Background: an optimization exercise with open tools, aiming at small area and a short achievable clock period. Do not read the settings as production practice.
No run shown here included a check of the RTL's function; only the layout flow was run.

## flow/design.v (module list and top-level ports; edited modules follow where they fit)
// module fpu_add_path: 114 lines
// module fpu_fa: 4 lines
// module fpu_mult_path: 1599 lines
// module fpu_top: 239 lines
module fpu_top
(
   input  logic        Clk_CI,
   input  logic        Rst_RBI,
   input  logic        enable,
   input  logic [31:0] operand_a,
   input  logic [31:0] operand_b,
   input  logic [1:0]  op,
   output logic [31:0] result,
   output logic        valid,
   output logic        of,
   output logic        uf,
   output logic        zero,
   output logic        ix,
   output logic        iv,
   output logic        inf
);
  // ...
==> flow/flow/run.sh <==
#!/bin/bash
# The standard layout (standard.sh), with timing repair aiming past the clock
# period: repair_timing's setup margin is raised so that the resizer also works on
# paths that already meet the design's period. The constraints are not changed.
set -o pipefail
export SETUP_SLACK_MARGIN=13
bash standard.sh > standard.log 2>&1
==> flow/standard.sh <==
#!/bin/bash
# synth_recipe.tcl (not shown) runs the flow's synth.tcl, then flattens the netlist and writes it again
# the make line also repeats each setting of config.mk as NAME=value (left out here)
make -C /OpenROAD-flow-scripts/flow DESIGN_CONFIG=/design/flow/config.mk WORK_HOME=/design/flow/orfs CLKGATE_MAP_FILE= SYNTH_SCRIPT=/design/flow/synth_recipe.tcl "${@:-finish}"
==> flow/config.mk <==
export PLATFORM = sky130hd
export DESIGN_NAME = fpu_top
export DESIGN_NICKNAME = fpu_top
export VERILOG_FILES = /design/flow/design.v
export SDC_FILE = /design/flow/constraint.sdc
export NUM_CORES = 4
export LEC_CHECK = 0
export CAP_MARGIN = 20
export CORE_MARGIN = 2
export CORE_UTILIZATION = 50
export SLEW_MARGIN = 20
export SYNTH_HIERARCHICAL = 1
==> flow/constraint.sdc <==
create_clock -name core_clock -period 18.0 [get_ports {Clk_CI}]
set_input_delay 3.6000 -clock core_clock [delete_from_list [all_inputs] [get_ports {Clk_CI}]]
set_output_delay 3.6000 -clock core_clock [all_outputs]
set_load 0.01 [all_outputs]
==> metrics.md, run 1 <==
| Metric | Value |
|---|---|
| Signal buffers | `552` |
| Yosys warns | `14` |
| H-Tree Depth | `4` |
| Critical Path Max Stage Delay | `0.56 ns` |
| Main combinational cell family by area after synthesis | `adder cells` |
| Area leader, netlist | `fa_1` |
| Period utilization | `0.384` |
| Worst Path Buf+Inv | `4` |
| Setup violations, final | `0` |
| Layout cells sized above 1 | `0.322` |
| Dominant class by area | `multi-input combinational cells` |
| Most frequent CP cell | `fa_1` |
| Largest registers | `t2: 24 flops, mb1: 23 flops, ms1: 23 flops` |
| Multi-In Gates | `2913` |
| Initial DRT Pass Iterations | `6` |
| Synth cell count leaders | `nand2_1 (649), fa_1 (492), inv_1 (277)` |
| Multi-input gate area | `28800 sq um` |
| Sequential share of cell area | `0.0618` |
| WL/cell | `29.4 um` |
| Crit path from | `mb1[9]` |
| DR WL met2 | `58300 um` |
| Worst setup path class | `reg2reg` |
| Final instance area | `40300 sq um` |
| Max Fclk | `145 MHz` |
| Launching point of the worst reg2reg path | `mb1[9]` |
| Synthesized instance count | `3512` |
| Worst Setup End Kind | `register` |
| Worst Hold Class | `reg2reg` |
| Crit path cell chain | `buf_12, clkinvlp_4, buf_4, fa_1, fa_1, fa_1, fa_2, fa_1, fa_1, inv_1, ha_2, a21oi_2, o21bai_2, a31o_1, a221o_1, o21a_1, or3_4, a211o_1, mux2_4, a211oi_4, nor2_2, nor4bb_2` |
| Layout Utilization | `0.683` |
| Clock Path Buffers | `2` |
| Initial DRC count | `3342` |
| Worst-Margin Slew | `0.939 ns` |
| Hpwl dp | `83200 um` |
| Outcome | `complete, no violations` |
| WHS | `0.370 ns` |
| Number of global-route vias before repair | `31200` |
| Worst path required time | `18.37 ns` |
| Fin. max-slew vios | `0` |
| Worst Setup EP | `c2` |
| Netlist cell types | `113` |
| Buffers on Ports | `107` |
==> run 2: changes to the inputs <==
--- a/flow/design.v
+++ b/flow/design.v
@@ -1351,20 +1351,22 @@
    fpu_fa fa478 (.a(c1405), .b(s1492), .c(c1491), .s(s1578), .co(c1579));
    fpu_fa fa479 (.a(c1409), .b(s1494), .c(c1493), .s(s1580), .co(c1581));
    fpu_fa fa480 (.a(c1413), .b(s1496), .c(c1495), .s(s1582), .co(c1583));
    fpu_fa fa481 (.a(c1415), .b(s1498), .c(c1497), .s(s1584), .co(c1585));
    fpu_fa fa482 (.a(pp552), .b(pp575), .c(c1499), .s(s1586), .co(c1587));
    assign xn = {1'b1, 1'b0, s1586, s1584, s1582, s1580, s1578, c1575, c1573, s1572, s1570, c1567, c1565, c1563, c1561, s1560, s1558, c1555, c1553, c1551, c1549, c1547, c1545, c1543, c1541, c1539, c1537, c1535, c1533, c1531, c1529, c1527, c1525, c1523, c1521, c1519, c1517, c1515, c1513, c1511, c1509, c1507, c1505, c1503, c1501, pp49, pp2, pp1};
    assign yn = {1'b1, c1587, c1585, c1583, c1581, c1579, c1577, s1576, s1574, c1571, c1569, s1568, s1566, s1564, s1562, c1559, c1557, s1556, s1554, s1552, s1550, s1548, s1546, s1544, s1542, s1540, s1538, s1536, s1534, s1532, s1530, s1528, s1526, s1524, s1522, s1520, s1518, s1516, s1514, s1512, s1510, s1508, s1506, s1504, s1502, s1500, pp25, 1'b1};
    logic [47:0] g0, p0;
-   assign g0 = ~(xn | yn);
+   assign g0 = xn & yn;
    assign p0 = xn ^ yn;
+   logic g0c;
+   assign g0c = g0[0] | p0[0];
    logic n0_g, n0_p;
-   assign n0_g = g0[1] | (p0[1] & g0[0]);
+   assign n0_g = g0[1] | (p0[1] & g0c);
    assign n0_p = p0[1] & p0[0];
    logic n3_g, n3_p;
    assign n3_g = g0[3] | (p0[3] & g0[2]);
    assign n3_p = p0[3] & p0[2];
    logic n6_g, n6_p;
    assign n6_g = g0[5] | (p0[5] & g0[4]);
    assign n6_p = p0[5] & p0[4];
    logic n9_g, n9_p;
@@ -1738,18 +1740,18 @@
    assign n375_p = n279_p & n333_p;
    logic n378_g, n378_p;
    assign n378_g = n282_g | (n282_p & n333_g);
    assign n378_p = n282_p & n333_p;
    logic n381_g, n381_p;
    assign n381_g = n285_g | (n285_p & n333_g);
    assign n381_p = n285_p & n333_p;
    logic [47:0] cy;
-   assign cy = {n381_g, n378_g, n375_g, n372_g, n369_g, n366_g, n363_g, n360_g, n357_g, n354_g, n351_g, n348_g, n345_g, n342_g, n339_g, n336_g, n333_g, n330_g, n327_g, n324_g, n321_g, n318_g, n315_g, n312_g, n309_g, n306_g, n303_g, n300_g, n297_g, n294_g, n291_g, n288_g, n237_g, n234_g, n231_g, n228_g, n225_g, n222_g, n219_g, n216_g, n153_g, n150_g, n147_g, n144_g, n75_g, n72_g, n0_g, g0[0]};
-   assign p = p0 ^ {cy[46:0], 1'b0};
+   assign cy = {n381_g, n378_g, n375_g, n372_g, n369_g, n366_g, n363_g, n360_g, n357_g, n354_g, n351_g, n348_g, n345_g, n342_g, n339_g, n336_g, n333_g, n330_g, n327_g, n324_g, n321_g, n318_g, n315_g, n312_g, n309_g, n306_g, n303_g, n300_g, n297_g, n294_g, n291_g, n288_g, n237_g, n234_g, n231_g, n228_g, n225_g, n222_g, n219_g, n216_g, n153_g, n150_g, n147_g, n144_g, n75_g, n72_g, n0_g, g0c};
+   assign p = ~(p0 ^ {cy[46:0], 1'b1});
 endmodule
 module fpu_top
 (
    input  logic        Clk_CI,
    input  logic        Rst_RBI,
    input  logic        enable,
    input  logic [31:0] operand_a,
    input  logic [31:0] operand_b,
==> flow/flow/run.sh (replaced) <==
#!/bin/bash
# The standard layout (standard.sh), with timing repair aiming past the clock
# period: repair_timing's setup margin is raised so that the resizer also works on
# paths that already meet the design's period. The constraints are not changed.
set -o pipefail
export SETUP_SLACK_MARGIN=11
bash standard.sh > standard.log 2>&1
==> run 2 against run 1 <==
Setup slack got worse by 0.47 ns; die area is 1.2% lower; critical path depth grew 1; via count decreased by 8.9%; cell area is 14% lower; sequential share of layout area rose by 0.87 points; hold slack got worse by 0.011 ns; global-route usage decreased by 2.1 points.
==> metrics.md, run 2 <==
| Metric | Value |
|---|---|
| Outcome | `complete, no violations (unchanged)` |
| Final Wtd Congestion | `1.08 (was 1.01)` |
| Period utilization | `0.410 (was 0.384)` |
| Total vias in the final route | `28200 (was 30900)` |
| Buffers on Ports | `107 (unchanged)` |
| Commonest non-fill, non-tap cell in the layout | `nand2_1 (unchanged)` |
| Fin. max-slew vios | `0 (unchanged)` |
| Worst Path Buf+Inv | `4 (unchanged)` |
| Netlist cell types | `109 (was 113)` |
| Synthesized instance count | `3429 (was 3512)` |
| Layout Skew | `0.0191 ns (was 0.0212 ns)` |
| Cell family with most CP delay | `adder cells (unchanged)` |
| Worst setup path class | `reg2reg (unchanged)` |
| Largest net degree at the start of global routing | `84 (was 50)` |
| Worst Hold Class | `reg2reg (unchanged)` |
| Die H | `247 um (was 248 um)` |
| Die area | `60900 sq um (was 61600 sq um)` |
| Clock Path Buffers | `2 (unchanged)` |
| Yosys warns | `14 (unchanged)` |
| Largest registers | `t2: 24 flops, mb1: 23 flops, ms1: 23 flops (unchanged)` |
| Crit path cell chain | `buf_8, clkinvlp_4, nor2_1, ha_1, inv_1, fa_1, fa_1, fa_1, fa_1, fa_1, ha_1, a21oi_1, o21ai_0, a221oi_2, buf_4, o221ai_2, or2_2, fa_1, xnor2_1, mux2_2, nand4_1, nor4bb_1, nor4bb_1 (was buf_12, clkinvlp_4, buf_4, fa_1, fa_1, fa_1, fa_2, fa_1, fa_1, inv_1, ha_2, a21oi_2, o21bai_2, a31o_1, a221o_1, o21a_1, or3_4, a211o_1, mux2_4, a211oi_4, nor2_2, nor4bb_2)` |
| Number of synthesized flops with an enable pin | `0 (unchanged)` |
| Final Hold Violating Endpoints | `0 (unchanged)` |
| # Max-Cap Violations | `0 (unchanged)` |
| Worst Setup End Kind | `register (unchanged)` |
| Netlist Area Pre-Place | `29500 sq um (was 29800 sq um)` |
| Number of global-route vias before repair | `28400 (was 31200)` |
| Fill cell count | `5140 (was 4564)` |
| Setup violations, final | `0 (unchanged)` |
| RSZ-0062 raised after global routing | `true (unchanged)` |
| Antenna violations before repair | `5 (was 8)` |
| Final instance area | `34700 sq um (was 40300 sq um)` |
| IO Pins | `108 (unchanged)` |
| Total Nets Final | `4319 (was 4637)` |
| CTS tree | `yes (unchanged)` |
| Synth cell count leaders | `nand2_1 (652), fa_1 (492), nor2_1 (215) (was nand2_1 (649), fa_1 (492), inv_1 (277))` |
| GRT overflow | `0 (unchanged)` |
| Slew HR | `0.262 (was 0.373)` |
| Worst-path clk slew | `0.07 ns (about the same)` |
| Critical Path Max Stage Delay | `0.51 ns (was 0.56 ns)` |
| Cell with the most instances after synthesis | `nand2_1 (unchanged)` |
| Crit Path Max Fanout | `24 (was 8)` |
| H-Tree Depth | `4 (unchanged)` |
| Pre-CTS WS | `9.82 ns (was 10.35 ns)` |
| Worst-Skew Late Latency | `0.48 ns (about the same)` |
| Antenna Violating Nets Remaining | `0 (unchanged)` |
| CP Launch Type | `register (unchanged)` |
| Dominant cells by area after synthesis | `fa_1 (33%), nand2_1 (8.3%), ha_1 (8.2%) (was fa_1 (33%), nand2_1 (8.2%), ha_1 (8.1%))` |
| Area grow syn2layout | `17.7% (was 35.2%)` |
| DRC errors left | `0 (unchanged)` |
| Tmin final | `7.38 ns (was 6.91 ns)` |
| Top cell type's share of synthesized area | `0.334 (was 0.330)` |
| Initial DRC count | `3087 (was 3342)` |
| Hpwl dp | `86300 um (was 83200 um)` |
| WL/cell | `28.5 um (was 29.4 um)` |
| Setup slack after layout | `10.62 ns (was 11.09 ns)` |
| Max reg flops | `24 (unchanged)` |
| Post-Syn Nets | `4183 (was 4266)` |
| Sequential area share after synthesis | `0.0792 (was 0.0782)` |
| CP arrival | `7.76 ns (was 7.28 ns)` |
| Setup TNS Final | `0 ns (unchanged)` |
| Layout cells sized above 1 | `0.141 (was 0.322)` |
| Via density | `6.48 (was 6.62)` |
| GRT Total Usage | `0.412 (was 0.433)` |
| Final wirelength | `124000 um (was 137000 um)` |
| Most frequent CP cell | `fa_1 (unchanged)` |
| Syn Area/Cell | `8.59 sq um (was 8.49 sq um)` |
| Max Fclk | `135 MHz (was 145 MHz)` |
| Die X | `247 um (was 248 um)` |
| Cell Area, Placed | `31100 sq um (was 32400 sq um)` |
| Synth async-reset ratio | `0.0172 (unchanged)` |
| Worst path required time | `18.37 ns (about the same)` |
| Clock buffer count from CTS | `17 (unchanged)` |
| Primary FF master, synth | `dfxtp_1 (unchanged)` |
| Root Buffer | `clkbuf_16 (unchanged)` |
| Slowest cell on crit path | `fa_1 (unchanged)` |
| Worst-Margin Slew | `1.11 ns (was 0.939 ns)` |
| First-pass GRT wire length | `183000 um (was 196000 um)` |
| Area leader, netlist | `fa_1 (unchanged)` |
| Seq cells post-synth | `116 (unchanged)` |
| Core area | `57900 sq um (was 59000 sq um)` |
| Register bank with the most flops | `t2 (unchanged)` |
| Clock sinks | `116 (unchanged)` |
| Initial core utilization | `0.509 (was 0.505)` |
| # rows | `88 (was 89)` |
| Most frequent cells in the layout | `nand2_1 (650), fa_1 (463), nor2_1 (209), inv_1 (188), ha_1 (183) (was nand2_1 (630), fa_1 (409), buf_4 (271), inv_1 (218), nor2_1 (199))` |
| Initial DRT Pass Iterations | `8 (was 6)` |
==> run 2: worst reg2reg max path: cells and delay by family (launching register included) <==
kind	cells	cell delay, ns
compound gates	4	0.87
xor+xnor	1	0.18
fa+ha+maj	8	3.44
buf+inv	4	0.82
flops	1	0.34
mux	1	0.18
simple gates	5	1.45
==> run 2: worst paths after layout <==
path | slack (ns) | end | from | cells after the start
max in group asynchronous | 14.61 | v2 | Rst_RBI | 1
setup / recovery | 10.62 | c2 | ms1[3] | 23
hold reg to reg | 0.36 | v2 | v1 | 0
min in group asynchronous | 3.28 | v1 | Rst_RBI | 1
hold / removal | 0.36 | v2 | v1 | 0
setup reg to reg | 10.62 | c2 | ms1[3] | 23
==> run 2: logic make-up after synthesis <==
logic type | Yosys count | synth area share
buffers and inverters | 409 | 0.0552
multiplexers | 209 | 0.0774
adder cells (fa/ha/maj) | 688 | 0.417
flip-flops | 116 | 0.0792
XOR/XNOR | 150 | 0.0449
AO/OA/AOI/OAI | 625 | 0.139
other | 1 | 0.000127
AND/OR/NAND/NOR | 1231 | 0.187
==> run 2: metal layers <==
layer	vias to the layer above	GRT usage	share of wire
met2	1919	0.578	0.41
met3	439	0.184	0.15
met1	13800	0.539	0.39
met4	8	0.190	0.053
li1	12000	-	-
met5	-	0.00735	0.00067
==> run 2: per-stage QoR <==
step / utilization / instances / hold slack (ns)
final: 0.599 / 4345 / 0.359
after global routing: 0.599 / 4344 / 0.368
after CTS: 0.588 / 4303 / 0.362
after detailed placement: 0.537 / 4156 / 0.339
after global placement: 0.537 / 4156 / 0.337
after floorplan: - / 3429 / 0.310
==> run 2: repair_timing <==
action	in CTS	in global routing
gates resized for setup	195	78
hold buffers	0	0
pin swaps	15	32
buffers inserted	88	36
cloned	27	4
endpoints found under the setup margin	35	50
hold endpoints to repair	0	0
==> run 2: final cells by class <==
class	count	area (sq um)	area share
Timing Repair Buffer	317	3930	0.113
Antenna cell	2	5.00	0.000144
Clock buffer	19	453	0.0131
Clock inverter	13	125	0.00361
Inverter	207	836	0.0241
Sequential cell	116	2440	0.0705
Multi-Input combinational cell	2906	25900	0.748
Tap cell	765	957	0.0276
==> run 2: per-module statistics from Yosys (local to each module, per instance) <==
module,times used,cells inside,cell area (sq um),flip-flops and latches
fpu_add_path,1,1123,7690,0
fpu_top,1,833,7200,116
fpu_mult_path,1,990,4900,0
fpu_fa,483,1,20.0,0
==> module fpu_top, before the edit <==
module fpu_top
(
   input  logic        Clk_CI,
   input  logic        Rst_RBI,
   input  logic        enable,
   input  logic [31:0] operand_a,
   input  logic [31:0] operand_b,
   input  logic [1:0]  op,
   output logic [31:0] result,
   output logic        valid,
   output logic        of,
   output logic        uf,
   output logic        zero,
   output logic        ix,
   output logic        iv,
   output logic        inf
);
   localparam logic [1:0] SP_NONE = 2'd0;
   localparam logic [1:0] SP_ZERO = 2'd1;
   localparam logic [1:0] SP_INF  = 2'd2;
   localparam logic [1:0] SP_NAN  = 2'd3;
   logic        sa, sb, is_mul, is_sub, sbe;
   logic [7:0]  ea, eb;
   logic [22:0] fa, fb;
   logic        za, zb, maxa, maxb, nana, nanb, infa, infb;
   logic        a_big, eq_mag;
   logic [8:0]  dab, dba;
   logic [7:0]  dexp;
   logic [4:0]  shamt_d;
   logic [1:0]  sp_d;
   logic        sign_d;
   logic [9:0]  exp_d;
   logic [22:0] mb_d, ms_d;
   logic        hs_d;
   assign sa = operand_a[31];
   assign sb = operand_b[31];
   assign ea = operand_a[30:23];
   assign eb = operand_b[30:23];
   assign fa = operand_a[22:0];
   assign fb = operand_b[22:0];
   assign is_mul = op == 2'd2;
   assign is_sub = op == 2'd1;
   assign sbe    = sb ^ is_sub;
   assign za   = ea == 8'd0;
   assign zb   = eb == 8'd0;
   assign maxa = &ea;
   assign maxb = &eb;
   assign nana = maxa & (|fa);
   assign nanb = maxb & (|fb);
   assign infa = maxa & ~(|fa);
   assign infb = maxb & ~(|fb);
   assign a_big  = {ea, fa} >= {eb, fb};
   assign eq_mag = {ea, fa} == {eb, fb};
   assign dab    = {1'b0, ea} - {1'b0, eb};
   assign dba    = {1'b0, eb} - {1'b0, ea};
   assign dexp   = dab[8] ? dba[7:0] : dab[7:0];
   assign shamt_d = (|dexp[7:5]) ? 5'd31 : dexp[4:0];
   always_comb
   begin
      sp_d   = SP_NONE;
      sign_d = is_mul ? (sa ^ sb) : (a_big ? sa : sbe);
      if (nana | nanb | (is_mul ? ((infa & zb) | (za & infb)) : (infa & infb & (sa ^ sbe))))
         sp_d = SP_NAN;
      else if (infa | infb)
      begin
         sp_d = SP_INF;
         if (!is_mul)
            sign_d = infa ? sa : sbe;
      end
      else if (is_mul ? (za | zb) : ((za & zb) | ((sa ^ sbe) & eq_mag)))
      begin
         sp_d = SP_ZERO;
         if (!is_mul)
            sign_d = 1'b0;
      end
   end
   assign exp_d = is_mul ? ({2'b00, ea} + {2'b00, eb} - 10'd127) : {2'b00, (a_big ? ea : eb)};
   assign mb_d  = a_big ? fa : fb;
   assign ms_d  = a_big ? (zb ? 23'd0 : fb) : (za ? 23'd0 : fa);
   assign hs_d  = a_big ? ~zb : ~za;
   logic        v1;
   logic        mul1, sub1, near1, sign1, hs1;
   logic [1:0]  sp1;
   logic [9:0]  exp1;
   logic [4:0]  shamt1;
   logic [22:0] mb1, ms1;
   always_ff @(posedge Clk_CI, negedge Rst_RBI)
   begin
      if (~Rst_RBI)
         v1 <= 1'b0;
      else
         v1 <= enable;
   end
   always_ff @(posedge Clk_CI)
   begin
      mul1   <= is_mul;
      sub1   <= sa ^ sbe;
      near1  <= (sa ^ sbe) & (dexp[7:1] == 7'd0);
      sign1  <= sign_d;
      sp1    <= sp_d;
      exp1   <= exp_d;
      shamt1 <= shamt_d;
      mb1    <= mb_d;
      ms1    <= ms_d;
      hs1    <= hs_d;
   end
   logic [47:0] prod;
   logic [25:0] add_t;
   logic        add_stk;
   logic [9:0]  add_exp;
   logic [25:0] t_d;
   logic        stk_d;
   fpu_mult_path mult_path0
   (
      .a (mb1),
      .b (ms1),
      .p (prod)
   );
   logic [7:0]  add_e0;
   logic        add_g255, add_g254, add_g253, add_l0, add_lm1, add_lm2;
   fpu_add_path add_path0
   (
      .mant_big   (mb1),
      .mant_small ({hs1, ms1}),
      .shamt      (shamt1),
      .sub        (sub1),
      .near       (near1),
      .exp_big    (exp1[7:0]),
      .t          (add_t),
      .stk        (add_stk),
      .e0         (add_e0),
      .g255       (add_g255),
      .g254       (add_g254),
      .g253       (add_g253),
      .l0         (add_l0),
      .lm1        (add_lm1),
      .lm2        (add_lm2)
   );
   assign t_d   = mul1 ? prod[47:22] : add_t;
   assign stk_d = mul1 ? (|prod[21:0]) : add_stk;
   logic        hi;
   logic        rnd_d, inx_d, ones_d, ones_mid;
   logic        rnd_h, rnd_l, inx_h, inx_l;
   assign hi       = t_d[25];
   assign rnd_h    = t_d[1] & (stk_d | t_d[0] | t_d[2]);
   assign rnd_l    = t_d[0] & (stk_d | t_d[1]);
   assign inx_h    = stk_d | t_d[0] | t_d[1];
   assign inx_l    = stk_d | t_d[0];
   assign ones_mid = &t_d[23:2];
   assign rnd_d    = hi ? rnd_h : rnd_l;
   assign inx_d    = hi ? inx_h : inx_l;
   assign ones_d   = ones_mid & (hi ? t_d[24] : t_d[1]);
   logic [7:0]  ex_d;
   logic        g255_d, g254_d, g253_d, l0_d, lm1_d, lm2_d;
   assign ex_d   = mul1 ? exp1[7:0] : add_e0;
   assign g255_d = mul1 ? ($signed(exp1) >= $signed(10'd255)) : add_g255;
   assign g254_d = mul1 ? ($signed(exp1) >= $signed(10'd254)) : add_g254;
   assign g253_d = mul1 ? ($signed(exp1) >= $signed(10'd253)) : add_g253;
   assign l0_d   = mul1 ? ($signed(exp1) <= $signed(10'd0)) : add_l0;
   assign lm1_d  = mul1 ? ($signed(exp1) <= $signed(-10'sd1)) : add_lm1;
   assign lm2_d  = mul1 ? ($signed(exp1) <= $signed(-10'sd2)) : add_lm2;
   logic        v2;
   logic        sign2, hi2, rl2, rh2, c2, inx2;
   logic [2:0]  nrm2, ff2;
   logic [1:0]  sp2;
   logic [7:0]  ex2;
   logic [23:0] t2;
   always_ff @(posedge Clk_CI, negedge Rst_RBI)
   begin
      if (~Rst_RBI)
         v2 <= 1'b0;
      else
         v2 <= v1;
   end
   always_ff @(posedge Clk_CI)
   begin
      sign2 <= sign1;
      sp2   <= sp1;
      ex2   <= ex_d;
      hi2   <= hi;
      t2    <= t_d[24:1];
      rl2   <= rnd_d & ~hi;
      rh2   <= rnd_d & hi;
      c2    <= rnd_d & ones_d;
      inx2  <= inx_d;
      nrm2  <= {3{sp1 == SP_NONE}} & ~{g253_d, g254_d, g255_d} & ~{lm2_d, lm1_d, l0_d};
      ff2   <= {3{(sp1 == SP_NAN) | (sp1 == SP_INF)}} | ({3{sp1 == SP_NONE}} & {g253_d, g254_d, g255_d});
   end
   logic        q;
   logic [23:0] cy;
   logic [23:0] inc;
   logic [22:0] mr;
   logic [7:0]  ef;
   assign q = rh2 | (rl2 & t2[0]);
   logic [23:0] pa [6];
   always_comb
   begin
      pa[0] = {t2[22:1], q, 1'b1};
      for (int l = 0; l < 5; l++)
         for (int i = 0; i < 24; i++)
            pa[l+1][i] = ((i >> l) & 1) ? pa[l][i] & pa[l][((i >> l) << l) - 1] : pa[l][i];
      cy = {pa[5][23:1], rl2};
   end
   assign inc = t2 ^ cy;
   assign mr  = hi2 ? inc[23:1] : inc[22:0];
   logic [7:0] ea1;
   logic [6:0] ea2;
   logic [7:0] pe1 [4];
   logic [6:0] pe2 [4];
   always_comb
   begin
      pe1[0] = {ex2[6:0], 1'b1};
      pe2[0] = {ex2[6:1], 1'b1};
      for (int l = 0; l < 3; l++)
      begin
         for (int i = 0; i < 8; i++)
            pe1[l+1][i] = ((i >> l) & 1) ? pe1[l][i] & pe1[l][((i >> l) << l) - 1] : pe1[l][i];
         for (int i = 0; i < 7; i++)
            pe2[l+1][i] = ((i >> l) & 1) ? pe2[l][i] & pe2[l][((i >> l) << l) - 1] : pe2[l][i];
      end
      ea1 = ex2 ^ pe1[3];
      ea2 = ex2[7:1] ^ pe2[3];
   end
   assign ef = (hi2 & c2) ? {ea2, ex2[0]} : (hi2 | c2) ? ea1 : ex2;
   logic nrm, ff, none2;
   assign nrm   = (hi2 & c2) ? nrm2[2] : (hi2 | c2) ? nrm2[1] : nrm2[0];
   assign ff    = (hi2 & c2) ? ff2[2] : (hi2 | c2) ? ff2[1] : ff2[0];
   assign none2 = sp2 == SP_NONE;
   assign result = {sign2 & (sp2 != SP_NAN),
                    {8{ff}} | ({8{nrm}} & ef),
                    (sp2 == SP_NAN), {22{nrm}} & mr[21:0]} | {9'd0, nrm & mr[22], 22'd0};
   assign iv     = sp2 == SP_NAN;
   assign inf    = ff & (sp2 != SP_NAN);
   assign of     = ff & none2;
   assign uf     = none2 & ~nrm & ~ff;
   assign zero   = (sp2 == SP_ZERO) | uf;
   assign ix     = none2 & (inx2 | ~nrm);
   assign valid = v2;
endmodule
==> run 3: changes to the inputs <==
--- a/flow/design.v
+++ b/flow/design.v
@@ -1890,14 +1890,15 @@
    assign stk_d = mul1 ? (|prod[21:0]) : add_stk;
-   logic        hi;
-   logic        rnd_d, inx_d, ones_d, ones_mid;
-   logic        rnd_h, rnd_l, inx_h, inx_l;
-   assign hi       = t_d[25];
-   assign rnd_h    = t_d[1] & (stk_d | t_d[0] | t_d[2]);
-   assign rnd_l    = t_d[0] & (stk_d | t_d[1]);
-   assign inx_h    = stk_d | t_d[0] | t_d[1];
-   assign inx_l    = stk_d | t_d[0];
-   assign ones_mid = &t_d[23:2];
-   assign rnd_d    = hi ? rnd_h : rnd_l;
-   assign inx_d    = hi ? inx_h : inx_l;
-   assign ones_d   = ones_mid & (hi ? t_d[24] : t_d[1]);
+   function automatic logic [3:0] round_info(input logic [25:0] t, input logic stk);
+      logic hi, rnd, inx, ones;
+      hi   = t[25];
+      rnd  = hi ? (t[1] & (stk | t[0] | t[2])) : (t[0] & (stk | t[1]));
+      inx  = stk | t[0] | (hi & t[1]);
+      ones = (&t[23:2]) & (hi ? t[24] : t[1]);
+      round_info = {hi, rnd, inx, rnd & ones};
+   endfunction
+   logic [3:0]  ri_mul, ri_add;
+   logic        hi, rnd_d, inx_d, c_d;
+   assign ri_mul = round_info(prod[47:22], |prod[21:0]);
+   assign ri_add = round_info(add_t, add_stk);
+   assign {hi, rnd_d, inx_d, c_d} = mul1 ? ri_mul : ri_add;
    logic [7:0]  ex_d;
@@ -1933,3 +1934,3 @@
       rh2   <= rnd_d & hi;
-      c2    <= rnd_d & ones_d;
+      c2    <= c_d;
       inx2  <= inx_d;
==> flow/flow/run.sh (replaced) <==
#!/bin/bash
# The standard layout (standard.sh) with two changes in how it is made:
#  - ports are buffered with buf_2 rather than the default port buffer;
#  - timing repair aims past the clock period: repair_timing's setup margin is
#    raised so that the resizer also works on paths that already meet it.
# The constraints (constraint.sdc, the clock period) are not changed.
set -o pipefail
export BUFFER_PORTS_ARGS="-buffer_cell sky130_fd_sc_hd__buf_2"
export SETUP_SLACK_MARGIN=11
bash standard.sh > standard.log 2>&1
==> run 3 against run 2 <==
Count of clock-buffer cells in the layout grew 4; critical path type unchanged; largest cell class unchanged; still clean on timing, DRC and antenna; cell count grew 0.71%; global-route usage barely moved; utilization shrank 1.4 points.
==> metrics.md, run 3 <==
| Metric | Value |
|---|---|
| Min-delay src | `v1 (unchanged)` |
| H-Tree Depth | `4 (unchanged)` |
| Top cell type's share of synthesized area | `0.332 (was 0.334)` |
| Netlist cell types | `106 (was 109)` |
| Period utilization | `0.416 (was 0.410)` |
| CTS tree | `yes (unchanged)` |
| GRT Total Usage | `0.411 (was 0.412)` |
| Root Buffer | `clkbuf_16 (unchanged)` |
| Final instance area | `34500 sq um (was 34700 sq um)` |
| Antenna Violating Nets Remaining | `0 (unchanged)` |
| Synth async-reset ratio | `0.0172 (unchanged)` |
| Worst-Margin Slew | `1.27 ns (was 1.11 ns)` |
| Critical Path Max Stage Delay | `1.03 ns (was 0.51 ns)` |
| Die area | `61400 sq um (was 60900 sq um)` |
| Layout cells sized above 1 | `0.163 (was 0.141)` |
| Initial DRT Pass Iterations | `8 (unchanged)` |
| Netlist Area Pre-Place | `29700 sq um (was 29500 sq um)` |
| Worst-path clk slew | `0.06 ns (was 0.07 ns)` |
| CP Launch Type | `register (unchanged)` |
| Clock buffer count from CTS | `17 (unchanged)` |
| Commonest non-fill, non-tap cell in the layout | `nand2_1 (unchanged)` |
| # Max-Cap Violations | `0 (unchanged)` |
| Dominant cells by area after synthesis | `fa_1 (33%), nand2_1 (8.3%), ha_1 (8.1%) (was fa_1 (33%), nand2_1 (8.3%), ha_1 (8.2%))` |
| First-pass GRT wire length | `184000 um (was 183000 um)` |
| Cell with the most instances after synthesis | `nand2_1 (unchanged)` |
| Launching point of the worst reg2reg path | `ms1[3] (unchanged)` |
| Number of synthesized flops with an enable pin | `0 (unchanged)` |
| Total vias in the final route | `28700 (was 28200)` |
| Synthesized instance count | `3472 (was 3429)` |
| Post-Syn Nets | `4226 (was 4183)` |
| Outcome | `complete, no violations (unchanged)` |
| Setup TNS Final | `0 ns (unchanged)` |
| Syn Area/Cell | `8.55 sq um (was 8.59 sq um)` |
| CP arrival | `7.87 ns (was 7.76 ns)` |
| Worst-Skew Late Latency | `0.48 ns (about the same)` |
| Area grow syn2layout | `16.0% (was 17.7%)` |
| Final Wtd Congestion | `0.965 (was 1.08)` |
| Initial DRC count | `3487 (was 3087)` |
| RSZ-0062 raised after global routing | `true (unchanged)` |
| Largest registers | `t2: 24 flops, mb1: 23 flops, ms1: 23 flops (unchanged)` |
| Total Nets Final | `4342 (was 4319)` |
| Clock sinks | `116 (unchanged)` |
| Most frequent CP cell | `fa_1 (unchanged)` |
| Initial core utilization | `0.504 (was 0.509)` |
| Layout Utilization | `0.585 (was 0.599)` |
| DRC errors left | `0 (unchanged)` |
| Tmin final | `7.50 ns (was 7.38 ns)` |
| Antenna violations before repair | `5 (unchanged)` |
| # rows | `89 (was 88)` |
| Die X | `248 um (was 247 um)` |
| Slowest cell on crit path | `a21boi_0 (was fa_1)` |
| Final Hold Violating Endpoints | `0 (unchanged)` |
| Synth cell count leaders | `nand2_1 (659), fa_1 (492), nor2_1 (213) (was nand2_1 (652), fa_1 (492), nor2_1 (215))` |
| Largest net degree at the start of global routing | `55 (was 84)` |
| Worst Path Buf+Inv | `4 (unchanged)` |
| Die H | `248 um (was 247 um)` |
| Worst setup path class | `reg2reg (unchanged)` |
| Final wirelength | `126000 um (was 124000 um)` |
| Area leader, netlist | `fa_1 (unchanged)` |
| Max reg flops | `24 (unchanged)` |
| Buffers on Ports | `107 (unchanged)` |
| Crit path from | `ms1[3] (unchanged)` |
| Fin. max-slew vios | `0 (unchanged)` |
| Sequential area share after synthesis | `0.0785 (was 0.0792)` |
| IO Pins | `108 (unchanged)` |
| Core area | `58900 sq um (was 57900 sq um)` |
| Crit path cell chain | `buf_8, clkinvlp_4, buf_4, nor2_1, ha_1, inv_1, fa_1, fa_1, fa_1, fa_1, fa_1, ha_1, nand3_1, nor3_1, a21boi_0, nand3b_1, a31o_2, a21oi_1, xor2_1, nand4_1, nor4_1, nand3_1, o41ai_1 (was buf_8, clkinvlp_4, nor2_1, ha_1, inv_1, fa_1, fa_1, fa_1, fa_1, fa_1, ha_1, a21oi_1, o21ai_0, a221oi_2, buf_4, o221ai_2, or2_2, fa_1, xnor2_1, mux2_2, nand4_1, nor4bb_1, nor4bb_1)` |
| Setup violations, final | `0 (unchanged)` |
| Worst Setup End Kind | `register (unchanged)` |
| Seq cells post-synth | `116 (unchanged)` |
| Cell family with most CP delay | `adder cells (unchanged)` |
| WL/cell | `28.8 um (was 28.5 um)` |
| Slew HR | `0.145 (was 0.262)` |
| Most frequent cells in the layout | `nand2_1 (656), fa_1 (452), nor2_1 (205), inv_1 (191), ha_1 (183) (was nand2_1 (650), fa_1 (463), nor2_1 (209), inv_1 (188), ha_1 (183))` |
| Worst path required time | `18.38 ns (was 18.37 ns)` |
| Clock Path Buffers | `2 (unchanged)` |
| Layout Skew | `0.0183 ns (was 0.0191 ns)` |
| Yosys warns | `14 (unchanged)` |
| Cell Area, Placed | `30900 sq um (was 31100 sq um)` |
| Max Fclk | `133 MHz (was 135 MHz)` |
| # hold bufs at CTS | `0 (unchanged)` |
| Via density | `6.56 (was 6.48)` |
| Register bank with the most flops | `t2 (unchanged)` |
| GRT overflow | `0 (unchanged)` |
| Hpwl dp | `86400 um (was 86300 um)` |
| Worst Hold Class | `reg2reg (unchanged)` |
| Primary FF master, synth | `dfxtp_1 (unchanged)` |
| Number of global-route vias before repair | `28800 (was 28400)` |
| Crit Path Max Fanout | `24 (unchanged)` |
-- run 3: changes by cell type after synthesis, sizes merged, moves of 8 or more --
| cell | previous run | this run |
|---|---|---|
| nand3 | 75 | 58 |
| nand4 | 35 | 64 |
| xnor2 | 99 | 90 |
| o21ai | 148 | 158 |
| a21oi | 167 | 159 |
-- run 3: metrics by stage --
step | worst slack, ns | hold slack, ns | std cells
floorplan | 11.00 | 0.310 | 3472
global placement | 9.76 | 0.336 | 4207
detailed placement | 9.77 | 0.340 | 4207
CTS | 10.62 | 0.350 | 4330
global route | 10.47 | 0.373 | 4374
finish | 10.50 | 0.349 | 4376
-- run 3: final cells by class --
| cell class | instances | area (sq um) |
|---|---|---|
| clock buffers | 23 | 468 |
| well taps | 773 | 967 |
| clock inverters | 9 | 223 |
| repair buffers | 300 | 3260 |
| flip-flops and latches | 116 | 2440 |
| diodes | 2 | 5.00 |
| multi-input cells | 2942 | 26200 |
| fillers | 5148 | 24400 |
| inverters | 211 | 853 |
-- run 3: cells by family (layout without fill, tap and decap cells) --
kind of cell,count (synthesis),count (layout),share of synthesized area
compound gates,650,650,0.144
xor+xnor,143,143,0.0429
fa+ha+maj,688,688,0.414
buf+inv,417,543,0.0552
flops,116,116,0.0785
mux,207,207,0.0762
other cells,1,3,0.000126
simple gates,1250,1253,0.189
-- run 3: modules after synthesis (local to each module, per instance) --
module / area, sq um / times used / flip-flops and latches / cells
fpu_add_path: 7690 / 1 / 0 / 1123
fpu_top: 7450 / 1 / 116 / 876
fpu_mult_path: 4900 / 1 / 0 / 990
fpu_fa: 20.0 / 483 / 0 / 1
-- run 3: per-layer routing --
| metal | global-route usage | part of all wire | vias to the layer above |
|---|---|---|---|
| met1 | 0.530 | 0.39 | 14200 |
| met5 | 0.00874 | 0.00071 | - |
| met2 | 0.605 | 0.42 | 1927 |
| met3 | 0.153 | 0.13 | 444 |
| li1 | - | - | 12100 |
| met4 | 0.203 | 0.056 | 8 |
-- run 3: what timing repair did --
item	4_1_cts	5_1_grt
resized for setup	219	75
pin swaps	24	25
hold endpoints to repair	0	0
cloned	31	4
buffers inserted	60	40
setup endpoints to repair	22	41
-- run 3: final timing paths --
kind	end	slack, ns	cells after the start
worst min register to register	v2	0.35	0
worst min-delay path	v2	0.35	0
max in group asynchronous	v1	15.02	1
min in group asynchronous	v2	2.89	1
worst max-delay path	c2	10.50	23
worst max register to register	c2	10.50	23
==> module fpu_add_path, before the edit <==
module fpu_add_path
(
   input  logic [22:0] mant_big,     
   input  logic [23:0] mant_small,   
   input  logic [4:0]  shamt,        
   input  logic        sub,          
   input  logic        near,         
   input  logic [7:0]  exp_big,      
   output logic [25:0] t,            
   output logic        stk,          
   output logic [7:0]  e0,           
   output logic        g255,         
   output logic        g254,         
   output logic        g253,         
   output logic        l0,           
   output logic        lm1,          
   output logic        lm2           
);
   logic [26:0] small_al;
   logic [23:0] lost_mask;
   logic        lost;
   logic [26:0] addend;
   logic [27:0] sum;
   logic        fshift;
   logic [25:0] t_far;
   logic        stk_far;
   assign small_al = {mant_small, 3'b000} >> shamt;
   always_comb
      for (int i = 0; i < 24; i++)
         lost_mask[i] = (5'(i) + 5'd3) < shamt;
   assign lost = |(mant_small & lost_mask);
   assign addend = {small_al[26:1], small_al[0] | lost};
   assign sum = {1'b0, 1'b1, mant_big, 3'b000} + ({1'b0, addend} ^ {28{sub}}) + {27'd0, sub};
   assign fshift  = ~sum[27] & ~sum[26];
   assign t_far   = fshift ? {1'b0, sum[25:1]} : sum[27:2];
   assign stk_far = fshift ? sum[0] : (sum[1] | sum[0]);
   logic [24:0] diff;
   logic [4:0]  lz;
   logic [24:0] norm;
   logic [7:0]  e_near;
   assign diff = {1'b1, mant_big, 1'b0} - (shamt[0] ? {1'b0, mant_small} : {mant_small, 1'b0});
   logic [31:0] lzin;
   logic [15:0] v1;
   logic [15:0] c1;
   logic [7:0]  v2;
   logic [1:0]  c2 [8];
   logic [3:0]  v3;
   logic [2:0]  c3 [4];
   logic [1:0]  v4;
   logic [3:0]  c4 [2];
   assign lzin = {diff, 7'b0000000};
   always_comb
   begin
      for (int i = 0; i < 16; i++)
      begin
         v1[i] = lzin[2*i+1] | lzin[2*i];
         c1[i] = ~lzin[2*i+1];
      end
      for (int i = 0; i < 8; i++)
      begin
         v2[i] = v1[2*i+1] | v1[2*i];
         c2[i] = v1[2*i+1] ? {1'b0, c1[2*i+1]} : {1'b1, c1[2*i]};
      end
      for (int i = 0; i < 4; i++)
      begin
         v3[i] = v2[2*i+1] | v2[2*i];
         c3[i] = v2[2*i+1] ? {1'b0, c2[2*i+1]} : {1'b1, c2[2*i]};
      end
      for (int i = 0; i < 2; i++)
      begin
         v4[i] = v3[2*i+1] | v3[2*i];
         c4[i] = v3[2*i+1] ? {1'b0, c3[2*i+1]} : {1'b1, c3[2*i]};
      end
      lz = v4[1] ? {1'b0, c4[1]} : {1'b1, c4[0]};
   end
   assign norm   = diff << lz;
   assign e_near = exp_big - {3'd0, lz};
   always_comb
   begin
      g255 = 1'b0;
      g254 = 1'b0;
      g253 = 1'b0;
      l0   = 1'b0;
      lm1  = 1'b0;
      lm2  = 1'b0;
      if (near)
      begin
         t    = {1'b0, norm};
         stk  = 1'b0;
         e0   = e_near;
         g254 = (exp_big == 8'd254) && (lz == 5'd0);
         g253 = ((exp_big == 8'd253) && (lz == 5'd0)) || ((exp_big == 8'd254) && (lz <= 5'd1));
         l0   = {3'd0, lz} >= exp_big;
         lm1  = {3'd0, lz} > exp_big;
         lm2  = {3'd0, lz} > exp_big + 8'd1;
      end
      else if (fshift)
      begin
         t    = t_far;
         stk  = stk_far;
         e0   = exp_big - 8'd1;
         g253 = exp_big == 8'd254;
         l0   = exp_big == 8'd1;
      end
      else
      begin
         t    = t_far;
         stk  = stk_far;
         e0   = exp_big;
         g254 = exp_big == 8'd254;
         g253 = exp_big >= 8'd253;
      end
   end
endmodule
==> run 4: changes to the inputs <==
--- a/flow/design.v
+++ b/flow/design.v
@@ -38,2 +38,3 @@
    input  logic        near,         
+   output logic        swapped,      
    input  logic [7:0]  exp_big,      
@@ -71,3 +72,10 @@
    logic [7:0]  e_near;
-   assign diff = {1'b1, mant_big, 1'b0} - (shamt[0] ? {1'b0, mant_small} : {mant_small, 1'b0});
+   logic [24:0] nb, ns;
+   logic [25:0] dab, dba;
+   assign nb  = {1'b1, mant_big, 1'b0};
+   assign ns  = shamt[0] ? {1'b0, mant_small} : {mant_small, 1'b0};
+   assign dab = {1'b0, nb} - {1'b0, ns};
+   assign dba = {1'b0, ns} - {1'b0, nb};
+   assign swapped = near & dab[25];
+   assign diff = dab[25] ? dba[24:0] : dab[24:0];
    logic [31:0] lzin;
@@ -1775,3 +1783,3 @@
    logic        za, zb, maxa, maxb, nana, nanb, infa, infb;
-   logic        a_big, eq_mag;
+   logic        a_big, eq_mag, ssm_d;
    logic [8:0]  dab, dba;
@@ -1801,3 +1809,2 @@
    assign infb = maxb & ~(|fb);
-   assign a_big  = {ea, fa} >= {eb, fb};
    assign eq_mag = {ea, fa} == {eb, fb};
@@ -1805,3 +1812,5 @@
    assign dba    = {1'b0, eb} - {1'b0, ea};
+   assign a_big  = ~dab[8];
    assign dexp   = dab[8] ? dba[7:0] : dab[7:0];
+   assign ssm_d  = a_big ? sbe : sa;
    assign shamt_d = (|dexp[7:5]) ? 5'd31 : dexp[4:0];
@@ -1831,3 +1840,3 @@
    logic        v1;
-   logic        mul1, sub1, near1, sign1, hs1;
+   logic        mul1, sub1, near1, sign1, ssm1, hs1;
    logic [1:0]  sp1;
@@ -1849,2 +1858,3 @@
       sign1  <= sign_d;
+      ssm1   <= ssm_d;
       sp1    <= sp_d;
@@ -1869,2 +1879,3 @@
    logic [7:0]  add_e0;
+   logic        add_swapped;
    logic        add_g255, add_g254, add_g253, add_l0, add_lm1, add_lm2;
@@ -1877,2 +1888,3 @@
       .near       (near1),
+      .swapped    (add_swapped),
       .exp_big    (exp1[7:0]),
@@ -1927,3 +1939,3 @@
    begin
-      sign2 <= sign1;
+      sign2 <= (~mul1 & (sp1 == SP_NONE) & add_swapped) ? ssm1 : sign1;
       sp2   <= sp1;
==> run 4 against run 3 <==
Clock skew is 0.0067 ns lower; utilization down 0.099 points; hold slack about the same; cell count is 2.8% higher; still clean; non-clock buffer count up 39; count of clock-buffer cells in the layout shrank 1; synthesized cell count increased by 2.3%; setup slack better by 0.55 ns; via count increased by 1.5%; cell area rose by 2.5%.
==> metrics.md, run 4 <==
| Metric | Value |
|---|---|
| Outcome | `complete, no violations (unchanged)` |
| # hold bufs at CTS | `0 (unchanged)` |
| Total vias in the final route | `29100 (was 28700)` |
| Syn Area/Cell | `8.61 sq um (was 8.55 sq um)` |
| Number of global-route vias before repair | `28900 (was 28800)` |
| Fill cell count | `5388 (was 5148)` |
| Area leader, netlist | `fa_1 (unchanged)` |
| Worst-Skew Late Latency | `0.45 ns (was 0.48 ns)` |
| Worst path required time | `18.34 ns (was 18.38 ns)` |
| # rows | `90 (was 89)` |
| Fin. max-slew vios | `0 (unchanged)` |
| Initial core utilization | `0.506 (was 0.504)` |
| Slew HR | `0.366 (was 0.145)` |
| Setup slack after layout | `11.05 ns (was 10.50 ns)` |
| Antenna violations before repair | `3 (was 5)` |
| Largest registers | `t2: 24 flops, mb1: 23 flops, ms1: 23 flops (unchanged)` |
| Sequential area share after synthesis | `0.0769 (was 0.0785)` |
| Post-placement cell count | `4292 (was 4207)` |
| Netlist Area Pre-Place | `30600 sq um (was 29700 sq um)` |
| Worst Hold Class | `reg2reg (unchanged)` |
| Synth cell count leaders | `nand2_1 (647), fa_1 (493), inv_1 (238), nor2_1 (238), ha_1 (195) (was nand2_1 (659), fa_1 (492), nor2_1 (213))` |
| Final wirelength | `124000 um (was 126000 um)` |
| Clock Path Buffers | `2 (unchanged)` |
| Layout cells sized above 1 | `0.184 (was 0.163)` |
| IO Pins | `108 (unchanged)` |
| Total Nets Final | `4457 (was 4342)` |
| Dominant cells by area after synthesis | `fa_1 (32%), ha_1 (8.0%), nand2_1 (7.9%) (was fa_1 (33%), nand2_1 (8.3%), ha_1 (8.1%))` |
| Max Fclk | `144 MHz (was 133 MHz)` |
| GRT overflow | `0 (unchanged)` |
| Worst-Margin Slew | `0.948 ns (was 1.27 ns)` |
| GRT Total Usage | `0.365 (was 0.411)` |
| Root Buffer | `clkbuf_16 (unchanged)` |
| Seq cells post-synth | `117 (was 116)` |
| Setup violations, final | `0 (unchanged)` |
| Final Wtd Congestion | `0.963 (was 0.965)` |
| Worst-path clk slew | `0.06 ns (about the same)` |
| CTS tree | `yes (unchanged)` |
| Final instance area | `35300 sq um (was 34500 sq um)` |
| Initial DRT Pass Iterations | `9 (was 8)` |
| Yosys warns | `14 (unchanged)` |
| Setup TNS Final | `0 ns (unchanged)` |
| Buffers on Ports | `107 (unchanged)` |
| Clock buffer count from CTS | `17 (unchanged)` |
| Die H | `251 um (was 248 um)` |
| Number of synthesized flops with an enable pin | `0 (unchanged)` |
| RSZ-0062 raised after global routing | `true (unchanged)` |
| WL/cell | `27.6 um (was 28.8 um)` |
| Cell Area, Placed | `31700 sq um (was 30900 sq um)` |
| First-pass GRT wire length | `174000 um (was 184000 um)` |
| Primary FF master, synth | `dfxtp_1 (unchanged)` |
| Pre-CTS WS | `9.83 ns (was 9.77 ns)` |
| # Max-Cap Violations | `0 (unchanged)` |
| Layout Skew | `0.0116 ns (was 0.0183 ns)` |
| Worst Setup End Kind | `register (unchanged)` |
| Area grow syn2layout | `15.5% (was 16.0%)` |
| Largest net degree at the start of global routing | `54 (was 55)` |
| Cell with the most instances after synthesis | `nand2_1 (unchanged)` |
| Initial DRC count | `3248 (was 3487)` |
| Die X | `251 um (was 248 um)` |
| Post-Syn Nets | `4309 (was 4226)` |
| Commonest non-fill, non-tap cell in the layout | `nand2_1 (unchanged)` |
| Core area | `60500 sq um (was 58900 sq um)` |
| DRC errors left | `0 (unchanged)` |
| Synthesized instance count | `3552 (was 3472)` |
| Worst setup path class | `reg2reg (unchanged)` |
| WHS | `0.349 ns (about the same)` |
| Period utilization | `0.386 (was 0.416)` |
| Clock sinks | `117 (was 116)` |
| H-Tree Depth | `4 (unchanged)` |
| Die area | `63200 sq um (was 61400 sq um)` |
| Crit Path Max Fanout | `13 (was 24)` |
| CP Launch Type | `register (unchanged)` |
| Tmin final | `6.95 ns (was 7.50 ns)` |
| Synth async-reset ratio | `0.0171 (was 0.0172)` |
| Netlist cell types | `115 (was 106)` |
| Hpwl dp | `85700 um (was 86400 um)` |
| Final Hold Violating Endpoints | `0 (unchanged)` |
| Finished Layout Cells | `4497 (was 4376)` |
| Max reg flops | `24 (unchanged)` |
| Register bank with the most flops | `t2 (unchanged)` |
| Antenna Violating Nets Remaining | `0 (unchanged)` |
| Top cell type's share of synthesized area | `0.323 (was 0.332)` |
| Via density | `6.48 (was 6.56)` |
| CP arrival | `7.29 ns (was 7.87 ns)` |
| Most frequent cells in the layout | `nand2_1 (645), fa_1 (485), nor2_1 (235), inv_1 (221), ha_1 (174) (was nand2_1 (656), fa_1 (452), nor2_1 (205), inv_1 (191), ha_1 (183))` |
run 4: changes by cell type after synthesis, sizes merged, moves of 16 or more:
| cell | previous run | this run |
|---|---|---|
| a21oi | 159 | 186 |
| a22o | 5 | 23 |
| inv | 207 | 240 |
| nand3 | 58 | 33 |
| nor2 | 215 | 238 |
| o21ai | 158 | 142 |
| xnor2 | 90 | 117 |
run 4: area by class of cell:
cell class,instances,area (sq um),share of cell area
multi-input cells,2981,27100,0.768
repair buffers,339,3230,0.0914
flip-flops and latches,117,2450,0.0695
inverters,244,988,0.0280
well taps,782,978,0.0277
clock buffers,22,454,0.0129
clock inverters,10,82.6,0.00234
diodes,2,5.00,0.000142
run 4: final timing paths:
kind	to	cells past startpoint	startpoint	slack, ns
max	c2	25	ms1[8]	11.05
min reg2reg	v2	0	v1	0.35
max reg2reg	c2	25	ms1[8]	11.05
min	v2	0	v1	0.35
max in group asynchronous	v1	1	Rst_RBI	14.99
min in group asynchronous	v2	1	Rst_RBI	2.92
run 4: cell families after synthesis:
| family | after synthesis | share of synthesized area |
|---|---|---|
| AND/OR/NAND/NOR | 1222 | 0.180 |
| adder cells (fa/ha/maj) | 691 | 0.403 |
| AO/OA/AOI/OAI | 681 | 0.151 |
| buffers and inverters | 454 | 0.0603 |
| multiplexers | 215 | 0.0787 |
| XOR/XNOR | 171 | 0.0497 |
| flip-flops | 117 | 0.0769 |
| other | 1 | 0.000123 |
run 4: critical path, cell delays in order (launching register included):
cell and delay [ns]:
dfxtp_4 0.36, buf_12 0.17, clkinvlp_4 0.18, nor2_1 0.19, ha_1 0.28, inv_1 0.11, fa_1 0.44, fa_1 0.60
fa_1 0.44, fa_2 0.35, fa_1 0.46, fa_1 0.58, ha_4 0.23, a211o_1 0.28, a21oi_2 0.24, o2bb2ai_2 0.17
o221ai_4 0.18, o2111ai_4 0.30, a21oi_2 0.11, o41ai_4 0.31, buf_4 0.16, xor2_1 0.20, mux2i_1 0.11, nor3_1 0.18
nand3_1 0.11, o41ai_1 0.08
run 4: per-stage QoR:
| stage | util |
|---|---|
| 3_5_place_dp | 0.524 |
| 2_1_floorplan | - |
| 4_1_cts | 0.545 |
| 6_report | 0.584 |
| 3_3_place_gp | 0.524 |
| 5_1_grt | 0.584 |
run 4: what timing repair did:
item,CTS,global route
pin swaps,9,34
buffers inserted,29,115
endpoints found under the setup margin,41,26
cloned,0,26
resized for setup,121,196
run 4: per-layer routing:
| layer | GRT usage | share of wire | up-vias |
|---|---|---|---|
| li1 | - | - | 12400 |
| met1 | 0.495 | 0.39 | 14300 |
| met2 | 0.553 | 0.42 | 2016 |
| met3 | 0.112 | 0.14 | 429 |
| met4 | 0.122 | 0.052 | 4 |
| met5 | 0.0124 | 0.00072 | - |
run 4: modules after synthesis (local to each module, per instance):
| module | cells | cell area [sq um] |
|---|---|---|
| fpu_add_path | 1266 | 8820 |
| fpu_mult_path | 1000 | 5040 |
| fpu_fa | 1 | 20.0 |
| fpu_top | 803 | 7060 |

[port drivers added, routing unchanged]
The flow's constraints put no driver on any port. The routed layouts listed below were extracted and timed again, unchanged, in two steps.
Step 1, drivers: a clkbuf_16 drives Clk_CI and a buf_2 each remaining input, both assumed.
Step 2 adds t to the input delays and takes it off the output delays; t is the mean of the earliest and latest rising clock arrival at the registers after step 1. Input paths then give back, and output paths get back, about the clock's delay inside the block.
Slacks: ideal ports / drivers / drivers and shift; pairs: ideal ports / drivers.
| run | shift t [ns] | setup WS [ns] | worst setup path at the end | worst data-port slew with drivers (ns) |
|---|---|---|---|---|
| run 1 | 0.524 | 11.093 / 11.093 / 11.093 | register to register | 0.07 |
| run 2 | 0.534 | 10.619 / 10.619 / 10.619 | register to register | 0.04 |
| run 3 | 0.536 | 10.504 / 10.504 / 10.504 | register to register | 0.06 |
| run 4 | 0.508 | 11.053 / 11.053 / 10.864 | input to register | 0.04 |
After both steps setup and hold are still met in every run listed. The setup slack of run 4, which loses most, moves by 0.000 ns with the drivers and by -0.189 ns with both steps.
